This design comes from an exercise in tuning for small area on the open sky130 flow, not from production work. The RTL was checked by simulation tests, not by an equivalence proof against the original design.

`flow/config.mk`:
```
export PLATFORM = sky130hd
export DESIGN_NAME = sprite_quad_vertex_setup
export DESIGN_NICKNAME = sprite_quad_vertex_setup
export VERILOG_FILES = /design/flow/design.v
export SDC_FILE = /design/flow/constraint.sdc
export NUM_CORES = 4
export LEC_CHECK = 0
export CAP_MARGIN = 10
export CORE_MARGIN = 2
export CORE_UTILIZATION = 65
export CTS_BUF_LIST = sky130_fd_sc_hd__clkbuf_16
export CTS_CLUSTER_DIAMETER = 100
export CTS_CLUSTER_SIZE = 20
export PLACE_DENSITY = 0.75
export SLEW_MARGIN = 10
export SYNTH_HIERARCHICAL = 1
export SYNTH_MINIMUM_KEEP_SIZE = 0
```
`flow/constraint.sdc`:
```
create_clock -name core_clock -period 11.0 [get_ports {clk}]
set_input_delay 2.2000 -clock core_clock [delete_from_list [all_inputs] [get_ports {clk}]]
set_output_delay 2.2000 -clock core_clock [all_outputs]
set_load 0.01 [all_outputs]
```
`flow/design.v`:
```
package sqvs_pkg;
  localparam int unsigned AccW = 50;    
  localparam logic [20:0] PosMax = 21'h0FFFFF;
  localparam logic [20:0] PosMin = 21'h100000;
endpackage
module sqvs_xform (
  input  logic               clk,
  input  logic               p1, p2, p3, p4,
  input  logic               mirror,
  input  logic        [23:0] enc,   
  input  logic signed [31:0] ca,    
  input  logic signed [31:0] cb,    
  input  logic signed [31:0] ct,    
  output logic        [20:0] pos
);
  localparam int unsigned AW = sqvs_pkg::AccW;
  logic [AW-1:0] v_r, w_r, t_sum, s_sum, t_x, t_y;
  logic [23:0]   o_r, o2_r;
  function automatic logic [23:0] pre21(input logic [AW-1:0] x);
    logic ovp, ovn, corr;
    ovp  = ~x[AW-1] & (|x[AW-2:36]);
    ovn  =  x[AW-1] & ~(&x[AW-2:36]);
    corr =  x[AW-1] & (|x[15:0]);
    pre21 = {ovp, ovn, corr, x[36:16]};
  endfunction
  function automatic logic [AW-1:0] bk_add(input logic [AW-1:0] x, input logic [AW-1:0] y);
    logic [63:0] g, p, gg, pp;
    logic [AW-1:0] r;
    g = '0; p = '0;
    g[AW-1:0] = x & y;
    p[AW-1:0] = x ^ y;
    gg = g; pp = p;
    for (int l = 0; l < 6; l++)
      for (int i = 0; i < 64; i++)
        if (((i + 1) % (2 << l)) == 0) begin
          gg[i] = gg[i] | (pp[i] & gg[i - (1 << l)]);
          pp[i] = pp[i] & pp[i - (1 << l)];
        end
    for (int l = 4; l >= 0; l--)
      for (int i = 0; i < 64; i++)
        if (((i + 1) % (2 << l)) == (1 << l) && i >= (2 << l)) begin
          gg[i] = gg[i] | (pp[i] & gg[i - (1 << l)]);
          pp[i] = pp[i] & pp[i - (1 << l)];
        end
    r[0] = p[0];
    for (int i = 1; i < AW; i++) r[i] = p[i] ^ gg[i-1];
    bk_add = r;
  endfunction
  logic        [31:0] mc;
  logic [AW-1:0]      a1, a2;
  logic               cin;
  logic        [32:0] r0, r1, r2, r3, r4, r5, r6, r7;
  function automatic logic [32:0] bpp(input logic [2:0] e, input logic [31:0] m);
    logic [32:0] mag;
    mag = (e[0] ? {m[31], m} : 33'd0) | (e[1] ? {m, 1'b0} : 33'd0);
    bpp = mag ^ {33{e[2]}};
  endfunction
  always_comb begin
    mc  = (p1 | p3) ? ca : cb;
    a1  = p2 ? AW'(ct) : (p3 | p4) ? v_r : '0;
    cin = p3 & mirror;
    a2  = cin ? ~w_r : '0;
    r0 = bpp(enc[2:0], mc);
    r1 = bpp(enc[5:3], mc);
    r2 = bpp(enc[8:6], mc);
    r3 = bpp(enc[11:9], mc);
    r4 = bpp(enc[14:12], mc);
    r5 = bpp(enc[17:15], mc);
    r6 = bpp(enc[20:18], mc);
    r7 = bpp(enc[23:21], mc);
  end
  logic s1, c2, s3, c4, s5, c6, s7, c8, s9, c10, s11, c12, s13, c14, s15, c16;
  logic s17, c18, s19, c20, s21, c22, s23, c24, s25, c26, s27, c28, s29, c30, s31, c32;
  logic s33, c34, s35, c36, s37, c38, s39, c40, s41, c42, s43, c44, s45, c46, s47, c48;
  logic s49, c50, s51, c52, s53, c54, s55, c56, s57, c58, s59, c60, s61, c62, s63, c64;
  logic s65, c66, s67, c68, s69, c70, s71, c72, s73, c74, s75, c76, s77, c78, s79, c80;
  logic s81, c82, s83, c84, s85, c86, s87, c88, s89, c90, s91, c92, s93, c94, s95, c96;
  logic s97, c98, s99, c100, s101, c102, s103, c104, s105, c106, s107, c108, s109, c110, s111, c112;
  logic s113, c114, s115, c116, s117, c118, s119, c120, s121, c122, s123, c124, s125, c126, s127, c128;
  logic s129, c130, s131, c132, s133, c134, s135, c136, s137, c138, s139, c140, s141, c142, s143, c144;
  logic s145, c146, s147, c148, s149, c150, s151, c152, s153, c154, s155, c156, s157, c158, s159, c160;
  logic s161, c162, s163, c164, s165, c166, s167, c168, s169, c170, s171, c172, s173, c174, s175, c176;
  logic s177, c178, s179, c180, s181, c182, s183, c184, s185, c186, s187, c188, s189, c190, s191, c192;
  logic s193, c194, s195, c196, s197, c198, s199, c200, s201, c202, s203, c204, s205, c206, s207, c208;
  logic s209, c210, s211, c212, s213, c214, s215, c216, s217, c218, s219, c220, s221, c222, s223, c224;
  logic s225, c226, s227, c228, s229, c230, s231, c232, s233, c234, s235, c236, s237, c238, s239, c240;
  logic s241, c242, s243, c244, s245, c246, s247, c248, s249, c250, s251, c252, s253, c254, s255, c256;
  logic s257, c258, s259, c260, s261, c262, s263, c264, s265, c266, s267, c268, s269, c270, s271, c272;
  logic s273, c274, s275, c276, s277, c278, s279, c280, s281, c282, s283, c284, s285, c286, s287, c288;
  logic s289, c290, s291, c292, s293, c294, s295, c296, s297, c298, s299, c300, s301, c302, s303, c304;
  logic s305, c306, s307, c308, s309, c310, s311, c312, s313, c314, s315, c316, s317, c318, s319, c320;
  logic s321, c322, s323, c324, s325, c326, s327, c328, s329, c330, s331, c332, s333, c334, s335, c336;
  logic s337, c338, s339, c340, s341, c342, s343, c344, s345, c346, s347, c348, s349, c350, s351, c352;
  logic s353, c354, s355, c356, s357, c358, s359, c360, s361, c362, s363, c364, s365, c366, s367, c368;
  logic s369, c370, s371, c372, s373, c374, s375, c376, s377, c378, s379, c380, s381, c382, s383, c384;
  logic s385, c386, s387, c388, s389, c390, s391, c392, s393, c394, s395, c396, s397, c398, s399, c400;
  logic s401, c402, s403, c404, s405, c406, s407, c408, s409, c410, s411, c412, s413, c414, s415, c416;
  logic s417, c418, s419, c420, s421, c422, s423, c424, s425, c426, s427, c428, s429, c430, s431, c432;
  logic s433, c434, s435, c436, s437, c438, s439, c440, s441, c442, s443, c444, s445, c446, s447, c448;
  logic s449, c450, s451, c452, s453, c454, s455, c456, s457, c458, s459, c460, s461, c462, s463, c464;
  logic s465, c466, s467, c468, s469, c470, s471, c472, s473, c474, s475, c476, s477, c478, s479, c480;
  logic s481, c482, s483, c484, s485, c486, s487, c488, s489, c490, s491, c492, s493, c494, s495, c496;
  logic s497, c498, s499, c500, s501, c502, s503, c504, s505, c506, s507, c508, s509, c510, s511, c512;
  logic s513, c514, s515, c516, s517, c518, s519, c520, s521, c522, s523, c524, s525, c526, s527, c528;
  logic s529, c530, s531, c532, s533, c534, s535, c536, s537, c538, s539, c540, s541, c542, s543, c544;
  logic s545, c546, s547, c548, s549, c550, s551, c552, s553, c554, s555, c556, s557, c558, s559, c560;
  logic s561, c562, s563, c564, s565, c566, s567, c568, s569, c570, s571, c572, s573, c574, s575, c576;
  logic s577, c578, s579, c580, s581, c582, s583, c584, s585, c586, s587, c588, s589, c590, s591, c592;
  logic s593, c594, s595, c596, s597, c598, s599, c600, s601, c602, s603, c604, s605, c606, s607, c608;
  logic s609, c610, s611, c612, s613, c614, s615, c616, s617, c618, s619, c620, s621, c622, s623, c624;
  logic s625, c626, s627, c628, s629, c630, s631, c632, s633, c634, s635, c636, s637, c638, s639, c640;
  logic s641, c642, s643, c644, s645, c646, s647, c648, s649, c650, s651, c652, s653, c654, s655, c656;
  logic s657, c658, s659, c660, s661, c662, s663, c664;
  sqvs_ha u_s1 (.a(r0[12]), .b(r1[10]), .s(s1), .co(c2));
  sqvs_ha u_s3 (.a(r0[13]), .b(r1[11]), .s(s3), .co(c4));
  sqvs_fa u_s5 (.a(r0[14]), .b(r1[12]), .c(r2[10]), .s(s5), .co(c6));
  sqvs_ha u_s7 (.a(r3[8]), .b(r4[6]), .s(s7), .co(c8));
  sqvs_fa u_s9 (.a(r0[15]), .b(r1[13]), .c(r2[11]), .s(s9), .co(c10));
  sqvs_ha u_s11 (.a(r3[9]), .b(r4[7]), .s(s11), .co(c12));
  sqvs_fa u_s13 (.a(r0[16]), .b(r1[14]), .c(r2[12]), .s(s13), .co(c14));
  sqvs_ha u_s15 (.a(r3[10]), .b(r4[8]), .s(s15), .co(c16));
  sqvs_fa u_s17 (.a(r0[17]), .b(r1[15]), .c(r2[13]), .s(s17), .co(c18));
  sqvs_ha u_s19 (.a(r3[11]), .b(r4[9]), .s(s19), .co(c20));
  sqvs_fa u_s21 (.a(r0[18]), .b(r1[16]), .c(r2[14]), .s(s21), .co(c22));
  sqvs_ha u_s23 (.a(r3[12]), .b(r4[10]), .s(s23), .co(c24));
  sqvs_fa u_s25 (.a(r0[19]), .b(r1[17]), .c(r2[15]), .s(s25), .co(c26));
  sqvs_ha u_s27 (.a(r3[13]), .b(r4[11]), .s(s27), .co(c28));
  sqvs_fa u_s29 (.a(r0[20]), .b(r1[18]), .c(r2[16]), .s(s29), .co(c30));
  sqvs_ha u_s31 (.a(r3[14]), .b(r4[12]), .s(s31), .co(c32));
  sqvs_fa u_s33 (.a(r0[21]), .b(r1[19]), .c(r2[17]), .s(s33), .co(c34));
  sqvs_ha u_s35 (.a(r3[15]), .b(r4[13]), .s(s35), .co(c36));
  sqvs_fa u_s37 (.a(r0[22]), .b(r1[20]), .c(r2[18]), .s(s37), .co(c38));
  sqvs_ha u_s39 (.a(r3[16]), .b(r4[14]), .s(s39), .co(c40));
  sqvs_fa u_s41 (.a(r0[23]), .b(r1[21]), .c(r2[19]), .s(s41), .co(c42));
  sqvs_ha u_s43 (.a(r3[17]), .b(r4[15]), .s(s43), .co(c44));
  sqvs_fa u_s45 (.a(r0[24]), .b(r1[22]), .c(r2[20]), .s(s45), .co(c46));
  sqvs_ha u_s47 (.a(r3[18]), .b(r4[16]), .s(s47), .co(c48));
  sqvs_fa u_s49 (.a(r0[25]), .b(r1[23]), .c(r2[21]), .s(s49), .co(c50));
  sqvs_ha u_s51 (.a(r3[19]), .b(r4[17]), .s(s51), .co(c52));
  sqvs_fa u_s53 (.a(r0[26]), .b(r1[24]), .c(r2[22]), .s(s53), .co(c54));
  sqvs_ha u_s55 (.a(r3[20]), .b(r4[18]), .s(s55), .co(c56));
  sqvs_fa u_s57 (.a(r0[27]), .b(r1[25]), .c(r2[23]), .s(s57), .co(c58));
  sqvs_ha u_s59 (.a(r3[21]), .b(r4[19]), .s(s59), .co(c60));
  sqvs_fa u_s61 (.a(r0[28]), .b(r1[26]), .c(r2[24]), .s(s61), .co(c62));
  sqvs_ha u_s63 (.a(r3[22]), .b(r4[20]), .s(s63), .co(c64));
  sqvs_fa u_s65 (.a(r0[29]), .b(r1[27]), .c(r2[25]), .s(s65), .co(c66));
  sqvs_ha u_s67 (.a(r3[23]), .b(r4[21]), .s(s67), .co(c68));
  sqvs_fa u_s69 (.a(r0[30]), .b(r1[28]), .c(r2[26]), .s(s69), .co(c70));
  sqvs_ha u_s71 (.a(r3[24]), .b(r4[22]), .s(s71), .co(c72));
  sqvs_fa u_s73 (.a(r0[31]), .b(r1[29]), .c(r2[27]), .s(s73), .co(c74));
  sqvs_ha u_s75 (.a(r3[25]), .b(r4[23]), .s(s75), .co(c76));
  sqvs_fa u_s77 (.a(r0[32]), .b(r1[30]), .c(r2[28]), .s(s77), .co(c78));
  sqvs_ha u_s79 (.a(r3[26]), .b(r4[24]), .s(s79), .co(c80));
  sqvs_fa u_s81 (.a(~r0[32]), .b(r1[31]), .c(r2[29]), .s(s81), .co(c82));
  sqvs_fa u_s83 (.a(r3[27]), .b(r4[25]), .c(r5[23]), .s(s83), .co(c84));
  sqvs_fa u_s85 (.a(r1[32]), .b(r2[30]), .c(r3[28]), .s(s85), .co(c86));
  sqvs_ha u_s87 (.a(r4[26]), .b(r5[24]), .s(s87), .co(c88));
  sqvs_fa u_s89 (.a(~r1[32]), .b(r2[31]), .c(r3[29]), .s(s89), .co(c90));
  sqvs_ha u_s91 (.a(r2[32]), .b(r3[30]), .s(s91), .co(c92));
  sqvs_ha u_s93 (.a(r0[6]), .b(r1[4]), .s(s93), .co(c94));
  sqvs_ha u_s95 (.a(r0[7]), .b(r1[5]), .s(s95), .co(c96));
  sqvs_fa u_s97 (.a(r0[8]), .b(r1[6]), .c(r2[4]), .s(s97), .co(c98));
  sqvs_ha u_s99 (.a(r3[2]), .b(r4[0]), .s(s99), .co(c100));
  sqvs_fa u_s101 (.a(r0[9]), .b(r1[7]), .c(r2[5]), .s(s101), .co(c102));
  sqvs_ha u_s103 (.a(r3[3]), .b(r4[1]), .s(s103), .co(c104));
  sqvs_fa u_s105 (.a(r0[10]), .b(r1[8]), .c(r2[6]), .s(s105), .co(c106));
  sqvs_fa u_s107 (.a(r3[4]), .b(r4[2]), .c(r5[0]), .s(s107), .co(c108));
  sqvs_ha u_s109 (.a(enc[17]), .b(a1[10]), .s(s109), .co(c110));
  sqvs_fa u_s111 (.a(r0[11]), .b(r1[9]), .c(r2[7]), .s(s111), .co(c112));
  sqvs_fa u_s113 (.a(r3[5]), .b(r4[3]), .c(r5[1]), .s(s113), .co(c114));
  sqvs_ha u_s115 (.a(a1[11]), .b(a2[11]), .s(s115), .co(c116));
  sqvs_fa u_s117 (.a(r2[8]), .b(r3[6]), .c(r4[4]), .s(s117), .co(c118));
  sqvs_fa u_s119 (.a(r5[2]), .b(r6[0]), .c(enc[20]), .s(s119), .co(c120));
  sqvs_fa u_s121 (.a(a1[12]), .b(a2[12]), .c(s1), .s(s121), .co(c122));
  sqvs_fa u_s123 (.a(r2[9]), .b(r3[7]), .c(r4[5]), .s(s123), .co(c124));
  sqvs_fa u_s125 (.a(r5[3]), .b(r6[1]), .c(a1[13]), .s(s125), .co(c126));
  sqvs_fa u_s127 (.a(a2[13]), .b(c2), .c(s3), .s(s127), .co(c128));
  sqvs_fa u_s129 (.a(r5[4]), .b(r6[2]), .c(r7[0]), .s(s129), .co(c130));
  sqvs_fa u_s131 (.a(enc[23]), .b(a1[14]), .c(a2[14]), .s(s131), .co(c132));
  sqvs_fa u_s133 (.a(c4), .b(s5), .c(s7), .s(s133), .co(c134));
  sqvs_fa u_s135 (.a(r5[5]), .b(r6[3]), .c(r7[1]), .s(s135), .co(c136));
  sqvs_fa u_s137 (.a(a1[15]), .b(a2[15]), .c(c6), .s(s137), .co(c138));
  sqvs_fa u_s139 (.a(c8), .b(s9), .c(s11), .s(s139), .co(c140));
  sqvs_fa u_s141 (.a(r5[6]), .b(r6[4]), .c(r7[2]), .s(s141), .co(c142));
  sqvs_fa u_s143 (.a(a1[16]), .b(a2[16]), .c(c10), .s(s143), .co(c144));
  sqvs_fa u_s145 (.a(c12), .b(s13), .c(s15), .s(s145), .co(c146));
  sqvs_fa u_s147 (.a(r5[7]), .b(r6[5]), .c(r7[3]), .s(s147), .co(c148));
  sqvs_fa u_s149 (.a(a1[17]), .b(a2[17]), .c(c14), .s(s149), .co(c150));
  sqvs_fa u_s151 (.a(c16), .b(s17), .c(s19), .s(s151), .co(c152));
  sqvs_fa u_s153 (.a(r5[8]), .b(r6[6]), .c(r7[4]), .s(s153), .co(c154));
  sqvs_fa u_s155 (.a(a1[18]), .b(a2[18]), .c(c18), .s(s155), .co(c156));
  sqvs_fa u_s157 (.a(c20), .b(s21), .c(s23), .s(s157), .co(c158));
  sqvs_fa u_s159 (.a(r5[9]), .b(r6[7]), .c(r7[5]), .s(s159), .co(c160));
  sqvs_fa u_s161 (.a(a1[19]), .b(a2[19]), .c(c22), .s(s161), .co(c162));
  sqvs_fa u_s163 (.a(c24), .b(s25), .c(s27), .s(s163), .co(c164));
  sqvs_fa u_s165 (.a(r5[10]), .b(r6[8]), .c(r7[6]), .s(s165), .co(c166));
  sqvs_fa u_s167 (.a(a1[20]), .b(a2[20]), .c(c26), .s(s167), .co(c168));
  sqvs_fa u_s169 (.a(c28), .b(s29), .c(s31), .s(s169), .co(c170));
  sqvs_fa u_s171 (.a(r5[11]), .b(r6[9]), .c(r7[7]), .s(s171), .co(c172));
  sqvs_fa u_s173 (.a(a1[21]), .b(a2[21]), .c(c30), .s(s173), .co(c174));
  sqvs_fa u_s175 (.a(c32), .b(s33), .c(s35), .s(s175), .co(c176));
  sqvs_fa u_s177 (.a(r5[12]), .b(r6[10]), .c(r7[8]), .s(s177), .co(c178));
  sqvs_fa u_s179 (.a(a1[22]), .b(a2[22]), .c(c34), .s(s179), .co(c180));
  sqvs_fa u_s181 (.a(c36), .b(s37), .c(s39), .s(s181), .co(c182));
  sqvs_fa u_s183 (.a(r5[13]), .b(r6[11]), .c(r7[9]), .s(s183), .co(c184));
  sqvs_fa u_s185 (.a(a1[23]), .b(a2[23]), .c(c38), .s(s185), .co(c186));
  sqvs_fa u_s187 (.a(c40), .b(s41), .c(s43), .s(s187), .co(c188));
  sqvs_fa u_s189 (.a(r5[14]), .b(r6[12]), .c(r7[10]), .s(s189), .co(c190));
  sqvs_fa u_s191 (.a(a1[24]), .b(a2[24]), .c(c42), .s(s191), .co(c192));
  sqvs_fa u_s193 (.a(c44), .b(s45), .c(s47), .s(s193), .co(c194));
  sqvs_fa u_s195 (.a(r5[15]), .b(r6[13]), .c(r7[11]), .s(s195), .co(c196));
  sqvs_fa u_s197 (.a(a1[25]), .b(a2[25]), .c(c46), .s(s197), .co(c198));
  sqvs_fa u_s199 (.a(c48), .b(s49), .c(s51), .s(s199), .co(c200));
  sqvs_fa u_s201 (.a(r5[16]), .b(r6[14]), .c(r7[12]), .s(s201), .co(c202));
  sqvs_fa u_s203 (.a(a1[26]), .b(a2[26]), .c(c50), .s(s203), .co(c204));
  sqvs_fa u_s205 (.a(c52), .b(s53), .c(s55), .s(s205), .co(c206));
  sqvs_fa u_s207 (.a(r5[17]), .b(r6[15]), .c(r7[13]), .s(s207), .co(c208));
  sqvs_fa u_s209 (.a(a1[27]), .b(a2[27]), .c(c54), .s(s209), .co(c210));
  sqvs_fa u_s211 (.a(c56), .b(s57), .c(s59), .s(s211), .co(c212));
  sqvs_fa u_s213 (.a(r5[18]), .b(r6[16]), .c(r7[14]), .s(s213), .co(c214));
  sqvs_fa u_s215 (.a(a1[28]), .b(a2[28]), .c(c58), .s(s215), .co(c216));
  sqvs_fa u_s217 (.a(c60), .b(s61), .c(s63), .s(s217), .co(c218));
  sqvs_fa u_s219 (.a(r5[19]), .b(r6[17]), .c(r7[15]), .s(s219), .co(c220));
  sqvs_fa u_s221 (.a(a1[29]), .b(a2[29]), .c(c62), .s(s221), .co(c222));
  sqvs_fa u_s223 (.a(c64), .b(s65), .c(s67), .s(s223), .co(c224));
  sqvs_fa u_s225 (.a(r5[20]), .b(r6[18]), .c(r7[16]), .s(s225), .co(c226));
  sqvs_fa u_s227 (.a(a1[30]), .b(a2[30]), .c(c66), .s(s227), .co(c228));
  sqvs_fa u_s229 (.a(c68), .b(s69), .c(s71), .s(s229), .co(c230));
  sqvs_fa u_s231 (.a(r5[21]), .b(r6[19]), .c(r7[17]), .s(s231), .co(c232));
  sqvs_fa u_s233 (.a(a1[31]), .b(a2[31]), .c(c70), .s(s233), .co(c234));
  sqvs_fa u_s235 (.a(c72), .b(s73), .c(s75), .s(s235), .co(c236));
  sqvs_fa u_s237 (.a(r5[22]), .b(r6[20]), .c(r7[18]), .s(s237), .co(c238));
  sqvs_fa u_s239 (.a(a1[32]), .b(a2[32]), .c(c74), .s(s239), .co(c240));
  sqvs_fa u_s241 (.a(c76), .b(s77), .c(s79), .s(s241), .co(c242));
  sqvs_fa u_s243 (.a(r6[21]), .b(r7[19]), .c(a1[33]), .s(s243), .co(c244));
  sqvs_fa u_s245 (.a(a2[33]), .b(1'b1), .c(c78), .s(s245), .co(c246));
  sqvs_fa u_s247 (.a(c80), .b(s81), .c(s83), .s(s247), .co(c248));
  sqvs_fa u_s249 (.a(r6[22]), .b(r7[20]), .c(a1[34]), .s(s249), .co(c250));
  sqvs_fa u_s251 (.a(a2[34]), .b(1'b1), .c(c82), .s(s251), .co(c252));
  sqvs_fa u_s253 (.a(c84), .b(s85), .c(s87), .s(s253), .co(c254));
  sqvs_fa u_s255 (.a(r4[27]), .b(r5[25]), .c(r6[23]), .s(s255), .co(c256));
  sqvs_fa u_s257 (.a(r7[21]), .b(a1[35]), .c(a2[35]), .s(s257), .co(c258));
  sqvs_fa u_s259 (.a(c86), .b(c88), .c(s89), .s(s259), .co(c260));
  sqvs_fa u_s261 (.a(r4[28]), .b(r5[26]), .c(r6[24]), .s(s261), .co(c262));
  sqvs_fa u_s263 (.a(r7[22]), .b(a1[36]), .c(a2[36]), .s(s263), .co(c264));
  sqvs_fa u_s265 (.a(1'b1), .b(c90), .c(s91), .s(s265), .co(c266));
  sqvs_fa u_s267 (.a(~r2[32]), .b(r3[31]), .c(r4[29]), .s(s267), .co(c268));
  sqvs_fa u_s269 (.a(r5[27]), .b(r6[25]), .c(r7[23]), .s(s269), .co(c270));
  sqvs_fa u_s271 (.a(a1[37]), .b(a2[37]), .c(c92), .s(s271), .co(c272));
  sqvs_fa u_s273 (.a(r3[32]), .b(r4[30]), .c(r5[28]), .s(s273), .co(c274));
  sqvs_fa u_s275 (.a(r6[26]), .b(r7[24]), .c(a1[38]), .s(s275), .co(c276));
  sqvs_ha u_s277 (.a(a2[38]), .b(1'b1), .s(s277), .co(c278));
  sqvs_fa u_s279 (.a(~r3[32]), .b(r4[31]), .c(r5[29]), .s(s279), .co(c280));
  sqvs_fa u_s281 (.a(r6[27]), .b(r7[25]), .c(a1[39]), .s(s281), .co(c282));
  sqvs_fa u_s283 (.a(r4[32]), .b(r5[30]), .c(r6[28]), .s(s283), .co(c284));
  sqvs_ha u_s285 (.a(r7[26]), .b(a1[40]), .s(s285), .co(c286));
  sqvs_fa u_s287 (.a(~r4[32]), .b(r5[31]), .c(r6[29]), .s(s287), .co(c288));
  sqvs_ha u_s289 (.a(r5[32]), .b(r6[30]), .s(s289), .co(c290));
  sqvs_ha u_s291 (.a(r0[0]), .b(enc[2]), .s(s291), .co(c292));
  sqvs_ha u_s293 (.a(r0[2]), .b(r1[0]), .s(s293), .co(c294));
  sqvs_ha u_s295 (.a(r0[3]), .b(r1[1]), .s(s295), .co(c296));
  sqvs_fa u_s297 (.a(r0[4]), .b(r1[2]), .c(r2[0]), .s(s297), .co(c298));
  sqvs_ha u_s299 (.a(enc[8]), .b(a1[4]), .s(s299), .co(c300));
  sqvs_fa u_s301 (.a(r0[5]), .b(r1[3]), .c(r2[1]), .s(s301), .co(c302));
  sqvs_ha u_s303 (.a(a1[5]), .b(a2[5]), .s(s303), .co(c304));
  sqvs_fa u_s305 (.a(r2[2]), .b(r3[0]), .c(enc[11]), .s(s305), .co(c306));
  sqvs_fa u_s307 (.a(a1[6]), .b(a2[6]), .c(s93), .s(s307), .co(c308));
  sqvs_fa u_s309 (.a(r2[3]), .b(r3[1]), .c(a1[7]), .s(s309), .co(c310));
  sqvs_fa u_s311 (.a(a2[7]), .b(c94), .c(s95), .s(s311), .co(c312));
  sqvs_fa u_s313 (.a(enc[14]), .b(a1[8]), .c(a2[8]), .s(s313), .co(c314));
  sqvs_fa u_s315 (.a(c96), .b(s97), .c(s99), .s(s315), .co(c316));
  sqvs_fa u_s317 (.a(a1[9]), .b(a2[9]), .c(c98), .s(s317), .co(c318));
  sqvs_fa u_s319 (.a(c100), .b(s101), .c(s103), .s(s319), .co(c320));
  sqvs_fa u_s321 (.a(a2[10]), .b(c102), .c(c104), .s(s321), .co(c322));
  sqvs_fa u_s323 (.a(s105), .b(s107), .c(s109), .s(s323), .co(c324));
  sqvs_fa u_s325 (.a(c106), .b(c108), .c(c110), .s(s325), .co(c326));
  sqvs_fa u_s327 (.a(s111), .b(s113), .c(s115), .s(s327), .co(c328));
  sqvs_fa u_s329 (.a(c112), .b(c114), .c(c116), .s(s329), .co(c330));
  sqvs_fa u_s331 (.a(s117), .b(s119), .c(s121), .s(s331), .co(c332));
  sqvs_fa u_s333 (.a(c118), .b(c120), .c(c122), .s(s333), .co(c334));
  sqvs_fa u_s335 (.a(s123), .b(s125), .c(s127), .s(s335), .co(c336));
  sqvs_fa u_s337 (.a(c124), .b(c126), .c(c128), .s(s337), .co(c338));
  sqvs_fa u_s339 (.a(s129), .b(s131), .c(s133), .s(s339), .co(c340));
  sqvs_fa u_s341 (.a(c130), .b(c132), .c(c134), .s(s341), .co(c342));
  sqvs_fa u_s343 (.a(s135), .b(s137), .c(s139), .s(s343), .co(c344));
  sqvs_fa u_s345 (.a(c136), .b(c138), .c(c140), .s(s345), .co(c346));
  sqvs_fa u_s347 (.a(s141), .b(s143), .c(s145), .s(s347), .co(c348));
  sqvs_fa u_s349 (.a(c142), .b(c144), .c(c146), .s(s349), .co(c350));
  sqvs_fa u_s351 (.a(s147), .b(s149), .c(s151), .s(s351), .co(c352));
  sqvs_fa u_s353 (.a(c148), .b(c150), .c(c152), .s(s353), .co(c354));
  sqvs_fa u_s355 (.a(s153), .b(s155), .c(s157), .s(s355), .co(c356));
  sqvs_fa u_s357 (.a(c154), .b(c156), .c(c158), .s(s357), .co(c358));
  sqvs_fa u_s359 (.a(s159), .b(s161), .c(s163), .s(s359), .co(c360));
  sqvs_fa u_s361 (.a(c160), .b(c162), .c(c164), .s(s361), .co(c362));
  sqvs_fa u_s363 (.a(s165), .b(s167), .c(s169), .s(s363), .co(c364));
  sqvs_fa u_s365 (.a(c166), .b(c168), .c(c170), .s(s365), .co(c366));
  sqvs_fa u_s367 (.a(s171), .b(s173), .c(s175), .s(s367), .co(c368));
  sqvs_fa u_s369 (.a(c172), .b(c174), .c(c176), .s(s369), .co(c370));
  sqvs_fa u_s371 (.a(s177), .b(s179), .c(s181), .s(s371), .co(c372));
  sqvs_fa u_s373 (.a(c178), .b(c180), .c(c182), .s(s373), .co(c374));
  sqvs_fa u_s375 (.a(s183), .b(s185), .c(s187), .s(s375), .co(c376));
  sqvs_fa u_s377 (.a(c184), .b(c186), .c(c188), .s(s377), .co(c378));
  sqvs_fa u_s379 (.a(s189), .b(s191), .c(s193), .s(s379), .co(c380));
  sqvs_fa u_s381 (.a(c190), .b(c192), .c(c194), .s(s381), .co(c382));
  sqvs_fa u_s383 (.a(s195), .b(s197), .c(s199), .s(s383), .co(c384));
  sqvs_fa u_s385 (.a(c196), .b(c198), .c(c200), .s(s385), .co(c386));
  sqvs_fa u_s387 (.a(s201), .b(s203), .c(s205), .s(s387), .co(c388));
  sqvs_fa u_s389 (.a(c202), .b(c204), .c(c206), .s(s389), .co(c390));
  sqvs_fa u_s391 (.a(s207), .b(s209), .c(s211), .s(s391), .co(c392));
  sqvs_fa u_s393 (.a(c208), .b(c210), .c(c212), .s(s393), .co(c394));
  sqvs_fa u_s395 (.a(s213), .b(s215), .c(s217), .s(s395), .co(c396));
  sqvs_fa u_s397 (.a(c214), .b(c216), .c(c218), .s(s397), .co(c398));
  sqvs_fa u_s399 (.a(s219), .b(s221), .c(s223), .s(s399), .co(c400));
  sqvs_fa u_s401 (.a(c220), .b(c222), .c(c224), .s(s401), .co(c402));
  sqvs_fa u_s403 (.a(s225), .b(s227), .c(s229), .s(s403), .co(c404));
  sqvs_fa u_s405 (.a(c226), .b(c228), .c(c230), .s(s405), .co(c406));
  sqvs_fa u_s407 (.a(s231), .b(s233), .c(s235), .s(s407), .co(c408));
  sqvs_fa u_s409 (.a(c232), .b(c234), .c(c236), .s(s409), .co(c410));
  sqvs_fa u_s411 (.a(s237), .b(s239), .c(s241), .s(s411), .co(c412));
  sqvs_fa u_s413 (.a(c238), .b(c240), .c(c242), .s(s413), .co(c414));
  sqvs_fa u_s415 (.a(s243), .b(s245), .c(s247), .s(s415), .co(c416));
  sqvs_fa u_s417 (.a(c244), .b(c246), .c(c248), .s(s417), .co(c418));
  sqvs_fa u_s419 (.a(s249), .b(s251), .c(s253), .s(s419), .co(c420));
  sqvs_fa u_s421 (.a(c250), .b(c252), .c(c254), .s(s421), .co(c422));
  sqvs_fa u_s423 (.a(s255), .b(s257), .c(s259), .s(s423), .co(c424));
  sqvs_fa u_s425 (.a(c256), .b(c258), .c(c260), .s(s425), .co(c426));
  sqvs_fa u_s427 (.a(s261), .b(s263), .c(s265), .s(s427), .co(c428));
  sqvs_fa u_s429 (.a(c262), .b(c264), .c(c266), .s(s429), .co(c430));
  sqvs_fa u_s431 (.a(s267), .b(s269), .c(s271), .s(s431), .co(c432));
  sqvs_fa u_s433 (.a(c268), .b(c270), .c(c272), .s(s433), .co(c434));
  sqvs_fa u_s435 (.a(s273), .b(s275), .c(s277), .s(s435), .co(c436));
  sqvs_fa u_s437 (.a(a2[39]), .b(c274), .c(c276), .s(s437), .co(c438));
  sqvs_fa u_s439 (.a(c278), .b(s279), .c(s281), .s(s439), .co(c440));
  sqvs_fa u_s441 (.a(a2[40]), .b(1'b1), .c(c280), .s(s441), .co(c442));
  sqvs_fa u_s443 (.a(c282), .b(s283), .c(s285), .s(s443), .co(c444));
  sqvs_fa u_s445 (.a(r7[27]), .b(a1[41]), .c(a2[41]), .s(s445), .co(c446));
  sqvs_fa u_s447 (.a(c284), .b(c286), .c(s287), .s(s447), .co(c448));
  sqvs_fa u_s449 (.a(r7[28]), .b(a1[42]), .c(a2[42]), .s(s449), .co(c450));
  sqvs_fa u_s451 (.a(1'b1), .b(c288), .c(s289), .s(s451), .co(c452));
  sqvs_fa u_s453 (.a(~r5[32]), .b(r6[31]), .c(r7[29]), .s(s453), .co(c454));
  sqvs_fa u_s455 (.a(a1[43]), .b(a2[43]), .c(c290), .s(s455), .co(c456));
  sqvs_fa u_s457 (.a(r6[32]), .b(r7[30]), .c(a1[44]), .s(s457), .co(c458));
  sqvs_ha u_s459 (.a(a2[44]), .b(1'b1), .s(s459), .co(c460));
  sqvs_fa u_s461 (.a(~r6[32]), .b(r7[31]), .c(a1[45]), .s(s461), .co(c462));
  sqvs_ha u_s463 (.a(r7[32]), .b(a1[46]), .s(s463), .co(c464));
  sqvs_ha u_s465 (.a(a1[0]), .b(a2[0]), .s(s465), .co(c466));
  sqvs_fa u_s467 (.a(r0[1]), .b(a1[1]), .c(a2[1]), .s(s467), .co(c468));
  sqvs_fa u_s469 (.a(enc[5]), .b(a1[2]), .c(a2[2]), .s(s469), .co(c470));
  sqvs_fa u_s471 (.a(a1[3]), .b(a2[3]), .c(c294), .s(s471), .co(c472));
  sqvs_fa u_s473 (.a(a2[4]), .b(c296), .c(s297), .s(s473), .co(c474));
  sqvs_fa u_s475 (.a(c298), .b(c300), .c(s301), .s(s475), .co(c476));
  sqvs_fa u_s477 (.a(c302), .b(c304), .c(s305), .s(s477), .co(c478));
  sqvs_fa u_s479 (.a(c306), .b(c308), .c(s309), .s(s479), .co(c480));
  sqvs_fa u_s481 (.a(c310), .b(c312), .c(s313), .s(s481), .co(c482));
  sqvs_fa u_s483 (.a(c314), .b(c316), .c(s317), .s(s483), .co(c484));
  sqvs_fa u_s485 (.a(c318), .b(c320), .c(s321), .s(s485), .co(c486));
  sqvs_fa u_s487 (.a(c322), .b(c324), .c(s325), .s(s487), .co(c488));
  sqvs_fa u_s489 (.a(c326), .b(c328), .c(s329), .s(s489), .co(c490));
  sqvs_fa u_s491 (.a(c330), .b(c332), .c(s333), .s(s491), .co(c492));
  sqvs_fa u_s493 (.a(c334), .b(c336), .c(s337), .s(s493), .co(c494));
  sqvs_fa u_s495 (.a(c338), .b(c340), .c(s341), .s(s495), .co(c496));
  sqvs_fa u_s497 (.a(c342), .b(c344), .c(s345), .s(s497), .co(c498));
  sqvs_fa u_s499 (.a(c346), .b(c348), .c(s349), .s(s499), .co(c500));
  sqvs_fa u_s501 (.a(c350), .b(c352), .c(s353), .s(s501), .co(c502));
  sqvs_fa u_s503 (.a(c354), .b(c356), .c(s357), .s(s503), .co(c504));
  sqvs_fa u_s505 (.a(c358), .b(c360), .c(s361), .s(s505), .co(c506));
  sqvs_fa u_s507 (.a(c362), .b(c364), .c(s365), .s(s507), .co(c508));
  sqvs_fa u_s509 (.a(c366), .b(c368), .c(s369), .s(s509), .co(c510));
  sqvs_fa u_s511 (.a(c370), .b(c372), .c(s373), .s(s511), .co(c512));
  sqvs_fa u_s513 (.a(c374), .b(c376), .c(s377), .s(s513), .co(c514));
  sqvs_fa u_s515 (.a(c378), .b(c380), .c(s381), .s(s515), .co(c516));
  sqvs_fa u_s517 (.a(c382), .b(c384), .c(s385), .s(s517), .co(c518));
  sqvs_fa u_s519 (.a(c386), .b(c388), .c(s389), .s(s519), .co(c520));
  sqvs_fa u_s521 (.a(c390), .b(c392), .c(s393), .s(s521), .co(c522));
  sqvs_fa u_s523 (.a(c394), .b(c396), .c(s397), .s(s523), .co(c524));
  sqvs_fa u_s525 (.a(c398), .b(c400), .c(s401), .s(s525), .co(c526));
  sqvs_fa u_s527 (.a(c402), .b(c404), .c(s405), .s(s527), .co(c528));
  sqvs_fa u_s529 (.a(c406), .b(c408), .c(s409), .s(s529), .co(c530));
  sqvs_fa u_s531 (.a(c410), .b(c412), .c(s413), .s(s531), .co(c532));
  sqvs_fa u_s533 (.a(c414), .b(c416), .c(s417), .s(s533), .co(c534));
  sqvs_fa u_s535 (.a(c418), .b(c420), .c(s421), .s(s535), .co(c536));
  sqvs_fa u_s537 (.a(c422), .b(c424), .c(s425), .s(s537), .co(c538));
  sqvs_fa u_s539 (.a(c426), .b(c428), .c(s429), .s(s539), .co(c540));
  sqvs_fa u_s541 (.a(c430), .b(c432), .c(s433), .s(s541), .co(c542));
  sqvs_fa u_s543 (.a(c434), .b(c436), .c(s437), .s(s543), .co(c544));
  sqvs_fa u_s545 (.a(c438), .b(c440), .c(s441), .s(s545), .co(c546));
  sqvs_fa u_s547 (.a(c442), .b(c444), .c(s445), .s(s547), .co(c548));
  sqvs_fa u_s549 (.a(c446), .b(c448), .c(s449), .s(s549), .co(c550));
  sqvs_fa u_s551 (.a(c450), .b(c452), .c(s453), .s(s551), .co(c552));
  sqvs_fa u_s553 (.a(c454), .b(c456), .c(s457), .s(s553), .co(c554));
  sqvs_fa u_s555 (.a(a2[45]), .b(c458), .c(c460), .s(s555), .co(c556));
  sqvs_fa u_s557 (.a(a2[46]), .b(1'b1), .c(c462), .s(s557), .co(c558));
  sqvs_fa u_s559 (.a(~r7[32]), .b(a1[47]), .c(a2[47]), .s(s559), .co(c560));
  sqvs_ha u_s561 (.a(a1[48]), .b(a2[48]), .s(s561), .co(c562));
  sqvs_ha u_s563 (.a(a1[49]), .b(a2[49]), .s(s563), .co(c564));
  sqvs_ha u_s565 (.a(cin), .b(s291), .s(s565), .co(c566));
  sqvs_fa u_s567 (.a(c292), .b(c466), .c(s467), .s(s567), .co(c568));
  sqvs_fa u_s569 (.a(s293), .b(c468), .c(s469), .s(s569), .co(c570));
  sqvs_fa u_s571 (.a(s295), .b(c470), .c(s471), .s(s571), .co(c572));
  sqvs_fa u_s573 (.a(s299), .b(c472), .c(s473), .s(s573), .co(c574));
  sqvs_fa u_s575 (.a(s303), .b(c474), .c(s475), .s(s575), .co(c576));
  sqvs_fa u_s577 (.a(s307), .b(c476), .c(s477), .s(s577), .co(c578));
  sqvs_fa u_s579 (.a(s311), .b(c478), .c(s479), .s(s579), .co(c580));
  sqvs_fa u_s581 (.a(s315), .b(c480), .c(s481), .s(s581), .co(c582));
  sqvs_fa u_s583 (.a(s319), .b(c482), .c(s483), .s(s583), .co(c584));
  sqvs_fa u_s585 (.a(s323), .b(c484), .c(s485), .s(s585), .co(c586));
  sqvs_fa u_s587 (.a(s327), .b(c486), .c(s487), .s(s587), .co(c588));
  sqvs_fa u_s589 (.a(s331), .b(c488), .c(s489), .s(s589), .co(c590));
  sqvs_fa u_s591 (.a(s335), .b(c490), .c(s491), .s(s591), .co(c592));
  sqvs_fa u_s593 (.a(s339), .b(c492), .c(s493), .s(s593), .co(c594));
  sqvs_fa u_s595 (.a(s343), .b(c494), .c(s495), .s(s595), .co(c596));
  sqvs_fa u_s597 (.a(s347), .b(c496), .c(s497), .s(s597), .co(c598));
  sqvs_fa u_s599 (.a(s351), .b(c498), .c(s499), .s(s599), .co(c600));
  sqvs_fa u_s601 (.a(s355), .b(c500), .c(s501), .s(s601), .co(c602));
  sqvs_fa u_s603 (.a(s359), .b(c502), .c(s503), .s(s603), .co(c604));
  sqvs_fa u_s605 (.a(s363), .b(c504), .c(s505), .s(s605), .co(c606));
  sqvs_fa u_s607 (.a(s367), .b(c506), .c(s507), .s(s607), .co(c608));
  sqvs_fa u_s609 (.a(s371), .b(c508), .c(s509), .s(s609), .co(c610));
  sqvs_fa u_s611 (.a(s375), .b(c510), .c(s511), .s(s611), .co(c612));
  sqvs_fa u_s613 (.a(s379), .b(c512), .c(s513), .s(s613), .co(c614));
  sqvs_fa u_s615 (.a(s383), .b(c514), .c(s515), .s(s615), .co(c616));
  sqvs_fa u_s617 (.a(s387), .b(c516), .c(s517), .s(s617), .co(c618));
  sqvs_fa u_s619 (.a(s391), .b(c518), .c(s519), .s(s619), .co(c620));
  sqvs_fa u_s621 (.a(s395), .b(c520), .c(s521), .s(s621), .co(c622));
  sqvs_fa u_s623 (.a(s399), .b(c522), .c(s523), .s(s623), .co(c624));
  sqvs_fa u_s625 (.a(s403), .b(c524), .c(s525), .s(s625), .co(c626));
  sqvs_fa u_s627 (.a(s407), .b(c526), .c(s527), .s(s627), .co(c628));
  sqvs_fa u_s629 (.a(s411), .b(c528), .c(s529), .s(s629), .co(c630));
  sqvs_fa u_s631 (.a(s415), .b(c530), .c(s531), .s(s631), .co(c632));
  sqvs_fa u_s633 (.a(s419), .b(c532), .c(s533), .s(s633), .co(c634));
  sqvs_fa u_s635 (.a(s423), .b(c534), .c(s535), .s(s635), .co(c636));
  sqvs_fa u_s637 (.a(s427), .b(c536), .c(s537), .s(s637), .co(c638));
  sqvs_fa u_s639 (.a(s431), .b(c538), .c(s539), .s(s639), .co(c640));
  sqvs_fa u_s641 (.a(s435), .b(c540), .c(s541), .s(s641), .co(c642));
  sqvs_fa u_s643 (.a(s439), .b(c542), .c(s543), .s(s643), .co(c644));
  sqvs_fa u_s645 (.a(s443), .b(c544), .c(s545), .s(s645), .co(c646));
  sqvs_fa u_s647 (.a(s447), .b(c546), .c(s547), .s(s647), .co(c648));
  sqvs_fa u_s649 (.a(s451), .b(c548), .c(s549), .s(s649), .co(c650));
  sqvs_fa u_s651 (.a(s455), .b(c550), .c(s551), .s(s651), .co(c652));
  sqvs_fa u_s653 (.a(s459), .b(c552), .c(s553), .s(s653), .co(c654));
  sqvs_fa u_s655 (.a(s461), .b(c554), .c(s555), .s(s655), .co(c656));
  sqvs_fa u_s657 (.a(s463), .b(c556), .c(s557), .s(s657), .co(c658));
  sqvs_fa u_s659 (.a(c464), .b(c558), .c(s559), .s(s659), .co(c660));
  sqvs_fa u_s661 (.a(1'b1), .b(c560), .c(s561), .s(s661), .co(c662));
  sqvs_fa u_s663 (.a(1'b1), .b(c562), .c(s563), .s(s663), .co(c664));
  assign t_x = {c662, c660, c658, c656, c654, c652, c650, c648, c646, c644, c642, c640, c638, c636, c634, c632, c630, c628, c626, c624, c622, c620, c618, c616, c614, c612, c610, c608, c606, c604, c602, c600, c598, c596, c594, c592, c590, c588, c586, c584, c582, c580, c578, c576, c574, c572, c570, c568, c566, s465};
  assign t_y = {s663, s661, s659, s657, s655, s653, s651, s649, s647, s645, s643, s641, s639, s637, s635, s633, s631, s629, s627, s625, s623, s621, s619, s617, s615, s613, s611, s609, s607, s605, s603, s601, s599, s597, s595, s593, s591, s589, s587, s585, s583, s581, s579, s577, s575, s573, s571, s569, s567, s565};
  always_comb begin
    t_sum = bk_add(t_x, t_y);
    s_sum = bk_add(v_r, w_r);
  end
  always_ff @(posedge clk) begin
    v_r <= t_sum;
    if (p1) w_r <= t_sum;
    o_r  <= p3 ? pre21(t_sum) : p4 ? pre21(s_sum) : o2_r;
    o2_r <= p4 ? pre21(t_sum) : pre21(s_sum);
  end
  always_comb begin
    if (o_r[23])      pos = sqvs_pkg::PosMax;
    else if (o_r[22]) pos = sqvs_pkg::PosMin;
    else              pos = o_r[20:0] + 21'(o_r[21]);
  end
endmodule
module sqvs_fa (input logic a, b, c, output logic s, co);
  assign s  = a ^ b ^ c;
  assign co = (a & b) | (c & (a ^ b));
endmodule
module sqvs_ha (input logic a, b, output logic s, co);
  assign s  = a ^ b;
  assign co = a & b;
endmodule
module sqvs_div (
  input  logic        clk,
  input  logic        start,      
  input  logic [12:0] r0,         
  input  logic        b1,         
  input  logic [12:0] d,          
  output logic [16:0] q           
);
  logic [12:0] r_r;
  logic [13:0] q_r;
  function automatic logic [13:0] step(input logic [12:0] r, input logic b, input logic [12:0] dd);
    logic [13:0] t;
    t = {r, b};
    if (t >= {1'b0, dd}) step = {1'b1, 13'(t - {1'b0, dd})};
    else                 step = {1'b0, t[12:0]};
  endfunction
  logic [13:0] s1, s2, s3, s4, s5;
  logic [12:0] r4;
  always_comb begin
    s1 = step(r_r, 1'b0, d);
    s2 = step(s1[12:0], 1'b0, d);
    s3 = step(s2[12:0], 1'b0, d);
    s5 = step(r0, b1, d);
    r4 = start ? s5[12:0] : s3[12:0];
    s4 = step(r4, start, d);
    q  = {q_r, s1[13], s2[13], s3[13]};
  end
  always_ff @(posedge clk) begin
    r_r <= s4[12:0];
    q_r <= {q_r[9:0], s1[13], s2[13], start ? s5[13] : s3[13], s4[13]};
  end
endmodule
module sprite_quad_vertex_setup (
  input  logic               clk,
  input  logic               rst_n,
  input  logic               start,
  output logic               busy,
  input  logic               in_func,
  input  logic [11:0]        in_src_x,
  input  logic [11:0]        in_src_y,
  input  logic [12:0]        in_src_w,
  input  logic [12:0]        in_src_h,
  input  logic signed [15:0] in_dst_x,
  input  logic signed [15:0] in_dst_y,
  input  logic signed [15:0] in_dst_w,
  input  logic signed [15:0] in_dst_h,
  input  logic [31:0]        in_color_rgba,
  input  logic               cfg_valid,
  output logic               cfg_ready,
  input  logic [2:0]         cfg_index,
  input  logic [31:0]        cfg_data,
  output logic               out_strobe,
  output logic [1:0]         out_corner,
  output logic signed [20:0] out_screen_x,
  output logic signed [20:0] out_screen_y,
  output logic signed [17:0] out_tex_s,
  output logic signed [17:0] out_tex_t,
  output logic [7:0]         out_red,
  output logic [7:0]         out_green,
  output logic [7:0]         out_blue,
  output logic [7:0]         out_alpha,
  output logic               out_last
);
  logic signed [31:0] mat_xx_r, mat_xy_r, mat_yx_r, mat_yy_r, trans_x_r, trans_y_r;
  logic [12:0]        atlas_w_r, atlas_h_r;
  logic [12:0]        cfg_atlas;
  assign cfg_ready = 1'b1;
  assign cfg_atlas = (cfg_data[12:0] == 13'd0) ? 13'd1 : cfg_data[12:0];
  logic [7:0]  cfg_we;
  logic [31:0] cd_z, cd_m;      
  logic [12:0] cd_a;            
  always_comb begin
    for (int i = 0; i < 8; i++) cfg_we[i] = ~rst_n | (cfg_valid & (cfg_index == 3'(i)));
    cd_z = rst_n ? cfg_data : 32'd0;
    cd_m = rst_n ? cfg_data : 32'd65536;
    cd_a = rst_n ? cfg_atlas : 13'd1024;
  end
  always_ff @(posedge clk) begin
    if (cfg_we[0]) mat_xx_r  <= cd_m;
    if (cfg_we[1]) mat_xy_r  <= cd_z;
    if (cfg_we[2]) mat_yx_r  <= cd_z;
    if (cfg_we[3]) mat_yy_r  <= cd_m;
    if (cfg_we[4]) trans_x_r <= cd_z;
    if (cfg_we[5]) trans_y_r <= cd_z;
    if (cfg_we[6]) atlas_w_r <= cd_a;
    if (cfg_we[7]) atlas_h_r <= cd_a;
  end
  logic       accept;
  logic [8:1] p;
  assign busy   = p[1] | p[2] | p[3];
  assign accept = start & ~busy;
  always_ff @(posedge clk) begin
    if (!rst_n) p <= '0;
    else        p <= {p[7:1], accept};
  end
  logic               mir_r;
  logic signed [15:0] opq1_r, opq2_r, opq3_r, opq4_r;
  logic        [23:0] enc_r;
  logic [31:0]        col_r, col_o;
  logic [3:0]         sat_r;
  logic [1:0]         neg_r;
  logic [13:0] us, ut;
  logic        neg_s, neg_t;
  logic [13:0] vs, vt;
  logic [12:0] r0_sl, r0_sr, r0_tt, r0_tb;
  assign us    = 14'(in_src_x) + 14'(in_src_w);
  assign ut    = 14'(in_src_y) + 14'(in_src_h);
  assign neg_s = (us == 14'd0);
  assign neg_t = (ut == 14'd0);
  assign vs    = neg_s ? 14'd0 : us - 14'd1;
  assign vt    = neg_t ? 14'd0 : ut - 14'd1;
  assign r0_sl = 13'(in_src_x[11:1]);
  assign r0_tt = 13'(in_src_y[11:1]);
  assign r0_sr = vs[13:1];
  assign r0_tb = vt[13:1];
  logic [7:0] pm_in, pm;
  assign pm_in = p[1] ? col_r[31:24] : p[2] ? col_r[23:16] : col_r[15:8];
  assign pm    = 8'((16'(pm_in) * 16'(col_r[7:0])) >> 8);
  always_ff @(posedge clk) begin
    if (accept) begin
      mir_r <= in_func;
      sat_r <= {r0_sl >= atlas_w_r, r0_sr >= atlas_w_r, r0_tt >= atlas_h_r, r0_tb >= atlas_h_r};
      neg_r <= {neg_s, neg_t};
    end
    if (accept)    col_r        <= in_color_rgba;
    else if (p[1]) col_r[31:24] <= pm;
    else if (p[2]) col_r[23:16] <= pm;
    else if (p[3]) col_r[15:8]  <= pm;
  end
  function automatic logic [23:0] booth_enc(input logic [15:0] x, input logic flip);
    for (int i = 0; i < 8; i++) begin
      logic xm, x0, x1;
      xm = (i == 0) ? 1'b0 : x[2*i-1];
      x0 = x[2*i];
      x1 = x[2*i+1];
      booth_enc[3*i]   = x0 ^ xm;
      booth_enc[3*i+1] = (x1 & ~x0 & ~xm) | (~x1 & x0 & xm);
      booth_enc[3*i+2] = x1 ^ flip;
    end
  endfunction
  always_ff @(posedge clk) begin
    enc_r  <= booth_enc(opq1_r, p[1] & mir_r);
    opq1_r <= accept ? in_dst_w : opq2_r;
    opq2_r <= accept ? in_dst_y : opq3_r;
    opq3_r <= accept ? in_dst_x : opq4_r;
    opq4_r <= in_dst_h;
  end
  logic [16:0] q_sl, q_sr, q_tt, q_tb;
  sqvs_div u_div_sl (.clk, .start(accept), .r0(r0_sl), .b1(in_src_x[0]), .d(atlas_w_r), .q(q_sl));
  sqvs_div u_div_sr (.clk, .start(accept), .r0(r0_sr), .b1(vs[0]),       .d(atlas_w_r), .q(q_sr));
  sqvs_div u_div_tt (.clk, .start(accept), .r0(r0_tt), .b1(in_src_y[0]), .d(atlas_h_r), .q(q_tt));
  sqvs_div u_div_tb (.clk, .start(accept), .r0(r0_tb), .b1(vt[0]),       .d(atlas_h_r), .q(q_tb));
  logic [16:0] h_s0, h_s1, h_tt, h_tb;
  logic [1:0]  hneg;
  always_ff @(posedge clk) begin
    h_s0 <= p[4] ? (q_sl | {17{sat_r[3]}}) : h_s1;
    h_s1 <= p[4] ? (q_sr | {17{sat_r[2]}}) : h_s0;
    if (p[4]) begin
      h_tt  <= q_tt | {17{sat_r[1]}};
      h_tb  <= q_tb | {17{sat_r[0]}};
      hneg  <= neg_r;
      col_o <= col_r;
    end
  end
  logic [20:0] pos_x, pos_y;
  sqvs_xform u_xf_x (.clk, .p1(p[2]), .p2(p[3]), .p3(p[4]), .p4(p[5]), .mirror(mir_r),
                     .enc(enc_r),
                     .ca(mat_xx_r), .cb(mat_yx_r), .ct(trans_x_r), .pos(pos_x));
  sqvs_xform u_xf_y (.clk, .p1(p[2]), .p2(p[3]), .p3(p[4]), .p4(p[5]), .mirror(mir_r),
                     .enc(enc_r),
                     .ca(mat_xy_r), .cb(mat_yy_r), .ct(trans_y_r), .pos(pos_y));
  logic k0, k1;
  logic [17:0] s_sel, t_sel;
  logic        s_neg, t_neg;
  assign k0 = p[6] | p[8];
  assign k1 = p[7] | p[8];
  assign s_sel = {1'b0, h_s0};
  assign s_neg = k0 & hneg[1];
  assign t_sel = {1'b0, k1 ? h_tt : h_tb};
  assign t_neg = ~k1 & hneg[0];
  assign out_strobe   = p[5] | p[6] | p[7] | p[8];
  assign out_corner   = {k1, k0};
  assign out_last     = p[8];
  assign out_screen_x = pos_x;
  assign out_screen_y = pos_y;
  assign out_tex_s    = s_neg ? -s_sel : s_sel;
  assign out_tex_t    = t_neg ? -t_sel : t_sel;
  assign out_red      = col_o[31:24];
  assign out_green    = col_o[23:16];
  assign out_blue     = col_o[15:8];
  assign out_alpha    = col_o[7:0];
endmodule
```
`flow/flow/run.sh`:
```
#!/bin/bash
# The standard layout (standard.sh), with one change: the port buffers that
# global placement adds to every input and output are buf_1 cells instead of the
# default delay buffer. The full make output goes to layout.log in the work folder.
set -euo pipefail
bash standard.sh "BUFFER_PORTS_ARGS=-buffer_cell sky130_fd_sc_hd__buf_1" finish > layout.log 2>&1
```
`flow/standard.sh`:
```
#!/bin/bash
# synth_recipe.tcl (not shown) runs the flow's synth.tcl, then flattens the netlist and writes it again
# the make line also repeats each setting of config.mk as NAME=value (left out here)
make -C /OpenROAD-flow-scripts/flow DESIGN_CONFIG=/design/flow/config.mk WORK_HOME=/design/flow/orfs CLKGATE_MAP_FILE= SYNTH_SCRIPT=/design/flow/synth_recipe.tcl "${@:-finish}"
```
==> summary.txt <==
Yosys stat by module, one instance, submodules excluded:
module	copies in the design	flip-flops and latches
sprite_quad_vertex_setup	1	455
sqvs_div	4	27
sqvs_fa	578	0
sqvs_ha	86	0
sqvs_xform	2	148
metal layers:
| layer | routed length [um] | global-route usage | vias to the layer above |
|---|---|---|---|
| met3 | 23050 | 0.06997 | 643 |
| li1 | - | - | 28100 |
| met1 | 97060 | 0.5128 | 31250 |
| met5 | 7 | 0 | - |
| met4 | 10750 | 0.1539 | 2 |
| met2 | 112500 | 0.6129 | 3461 |
per-stage QoR:
step           hold slack (ns)  cells
2_1_floorplan           0.3231   7876
3_3_place_gp            0.3278   9516
3_5_place_dp            0.3322   9516
4_1_cts                 0.3460   9611
5_1_grt                 0.3604   9623
6_report                0.3422   9625
sequential cells by signal, summed over array words and instances, names as in the netlist, 50 cells and up:
name	flops
u_xf_x.w_r	50
u_xf_y.v_r	50
u_xf_y.w_r	50
u_xf_x.v_r	50
area by class of cell:
| type | instances | area (sq um) |
|---|---|---|
| clock inverter | 42 | 217.7 |
| timing repair buffer | 425 | 2066 |
| clock buffer | 53 | 1326 |
| antenna | 3 | 7.507 |
| tap | 1625 | 2033 |
| inverter | 414 | 1560 |
| sequential | 859 | 21520 |
| multi-input combinational | 6204 | 55520 |
| fill | 9380 | 37630 |
repair_timing:
| item | in CTS | in global routing |
|---|---|---|
| buffers inserted | 0 | 11 |
| setup endpoints to repair | 0 | 56 |
| hold buffers | 0 | 0 |
| endpoints found under the hold margin | 0 | 0 |
| resized for setup | 0 | 18 |
worst register-to-register path: cells and delay by family (launching register included):
kind / cells / cell delay (ns)
and+or+nand+nor: 7 / 0.88
DFF: 1 / 0.55
adders and majority gates: 4 / 1.24
muxes: 2 / 0.70
buffers and inverters: 4 / 0.88
AOI/OAI and AO/OA: 21 / 6.12
final timing paths:
check                  startpoint          endpoint  depth (start not counted)
setup reg to reg     atlas_h_r[0]   u_div_tt.r_r[9]                         38
setup / recovery     atlas_h_r[0]   u_div_tt.r_r[9]                         38
hold reg to reg   u_div_tb.q_r[9]  u_div_tb.q_r[13]                          0
hold / removal    u_div_tb.q_r[9]  u_div_tb.q_r[13]                          0
Yosys cell counts, types with 19 or more instances:
library cell,number
clkbuf_1,345
nand3_1,98
nand2_1,568
a22o_1,70
o211a_1,19
a221o_1,22
or3_1,21
and2_1,93
a21oi_1,330
o21a_1,66
o21bai_1,29
nor2_1,438
o211ai_1,26
mux2_4,32
o21ai_0,225
a211oi_1,64
a22oi_1,496
ha_1,639
a31oi_1,47
and3_1,24
edfxtp_1,425
buf_1,25
nand2b_1,66
a21o_1,193
mux2_2,147
nor4_1,29
xor2_1,195
dfxtp_1,434
nor3_1,113
xnor2_1,726
mux2i_1,83
inv_1,401
fa_1,727
o22a_1,33
nand4_1,91
o31ai_1,27
or2_2,57
nor2b_1,86
kinds of logic after synthesis:
logic type | count (synthesis) | share of synthesized area
buffers and inverters | 813 | 0.03924
adder cells (fa/ha/maj) | 1366 | 0.2826
multiplexers | 264 | 0.03746
other | 4 | 0.0001881
AO/OA/AOI/OAI | 1841 | 0.1627
AND/OR/NAND/NOR | 1777 | 0.1079
flip-flops | 859 | 0.2688
XOR/XNOR | 921 | 0.1011
==> summary.txt <==
- Run status: timing/DRC/antenna clean
- WP buf/inv: 4
- CTS sink cnt: 859
- Max Freq: 0.09532 GHz
- Final Cycle Share: 0.9537
- Yosys top cell area share: 0.1824
- Setup TNS: 0 ns
- CP Class: flop to flop
- Post-place setup slack: 0.3069 ns
- Syn Inst Count: 7845
- Avg Cell Area, Syn: 10.17 sq um
- Total wire length: 243400 um
- Post-synthesis sequential area ratio: 0.2688
- Global-route wire length before repair: 372400 um
- DRC violations left: 0
- Pin count of the biggest net entering global routing: 71
- Die Y: 354.4 um
- Gpl congestion: 0.9756
- Grt total ovfl: 0
- Most frequent cells in the layout: fa_1 (727), xnor2_1 (726), ha_1 (639)
- Via density: 6.593
- Tightest Hold Check Type: flop to flop
- Row Count: 128
- CTS tree: yes
- CP most frequent cell: a21oi_1
- Tot GR Track Use: 0.3816
- Final Hold Viols: 0
- Final instance area: 84250 sq um
- Critical path arrival: 11.08 ns
- CORE AREA: 121900 sq um
- Crit. End Element: flop
- Placement Cell Area: 82540 sq um
- Die area: 125600 sq um
- Startpoint types: flop
- Synth warn: 9
- Htree depth: 2
- Yosys reg bits: 859
- Worst Skew: 0.03099 ns
- CP max FO: 20
- CTS clock-pin slew for the worst setup and hold paths: 0.10 ns
- Main synth FF type: dfxtp_1
- Synth area leaders: fa_1 (18%), edfxtp_1 (16%), dfxtp_1 (11%)
- Layout cells sized above 1: 0.06690
- Async S/R FF share, synth: 0
- Synth-to-Final Area Change: 5.574%
- Net count, final: 9508
- Via count: 63450
- Minimum clock period: 10.49 ns
- Critical path's slowest cell: a311o_2
- Die X: 354.4 um
- Clk latency of the worst-skew pair: 0.71 ns
- Initial Util: 0.6548
- Utilization after layout: 0.6913
- R2r setup slk: 0.51 ns
- Netlist cell types: 100
- Critical Path Max Stage Delay: 0.57 ns
- Wire per inst: 25.28 um
- Number of CTS-inserted buffers: 52
- Worst-Margin Slew: 1.244 ns
- Most common cell after layout, fill and taps aside: fa_1
- 1st-iter DRT viols: 6818
- DRT antenna net count: 0
- Final setup viols: 0
- # IOs: 302
- Clock Tree Root: clkbuf_16
- Post-synth EDFFs: 425
- Max clock buf depth: 3
- HPWL after detailed placement: 182300 um
- Crit path required time: 11.59 ns
- Port Buffers: 300
- Top delay family on crit path: compound AO/OA/AOI/OAI gates
- Final WS setup: 0.5095 ns
- Slew Limit Fails: 0
- Max cap viols: 0
- Initial antenna violation count: 12
- Synthesized area: 79800 sq um
- Synth area leader: fa_1
- Slew Limit Headroom: 0.1678
- First drt pass iteration count: 9
- Vias in the first global route: 63750

-- afterwards: timing with drivers on the ports --
The results above use ideal ports. As a check the final layout listed here was re-extracted and re-timed, cells and wires unchanged.
Step 1 assumes that a clkbuf_16 drives the clock port and a buf_2 every other input.
Step 2 times the ports against the registers' clock, not the clock port: input delays grow and output delays shrink by t, the midpoint of the rising clock arrivals with the driver on.
Three values: ideal ports, drivers, drivers and shift; two values: the first two.
t (ns): 0.764
setup WS [ns]: 0.509 / 0.509 / 0.285
worst setup path at the end: input to register
After both steps setup and hold are still met in this run. The setup slack of this run moves by 0.000 ns with the drivers and by -0.224 ns with both steps.
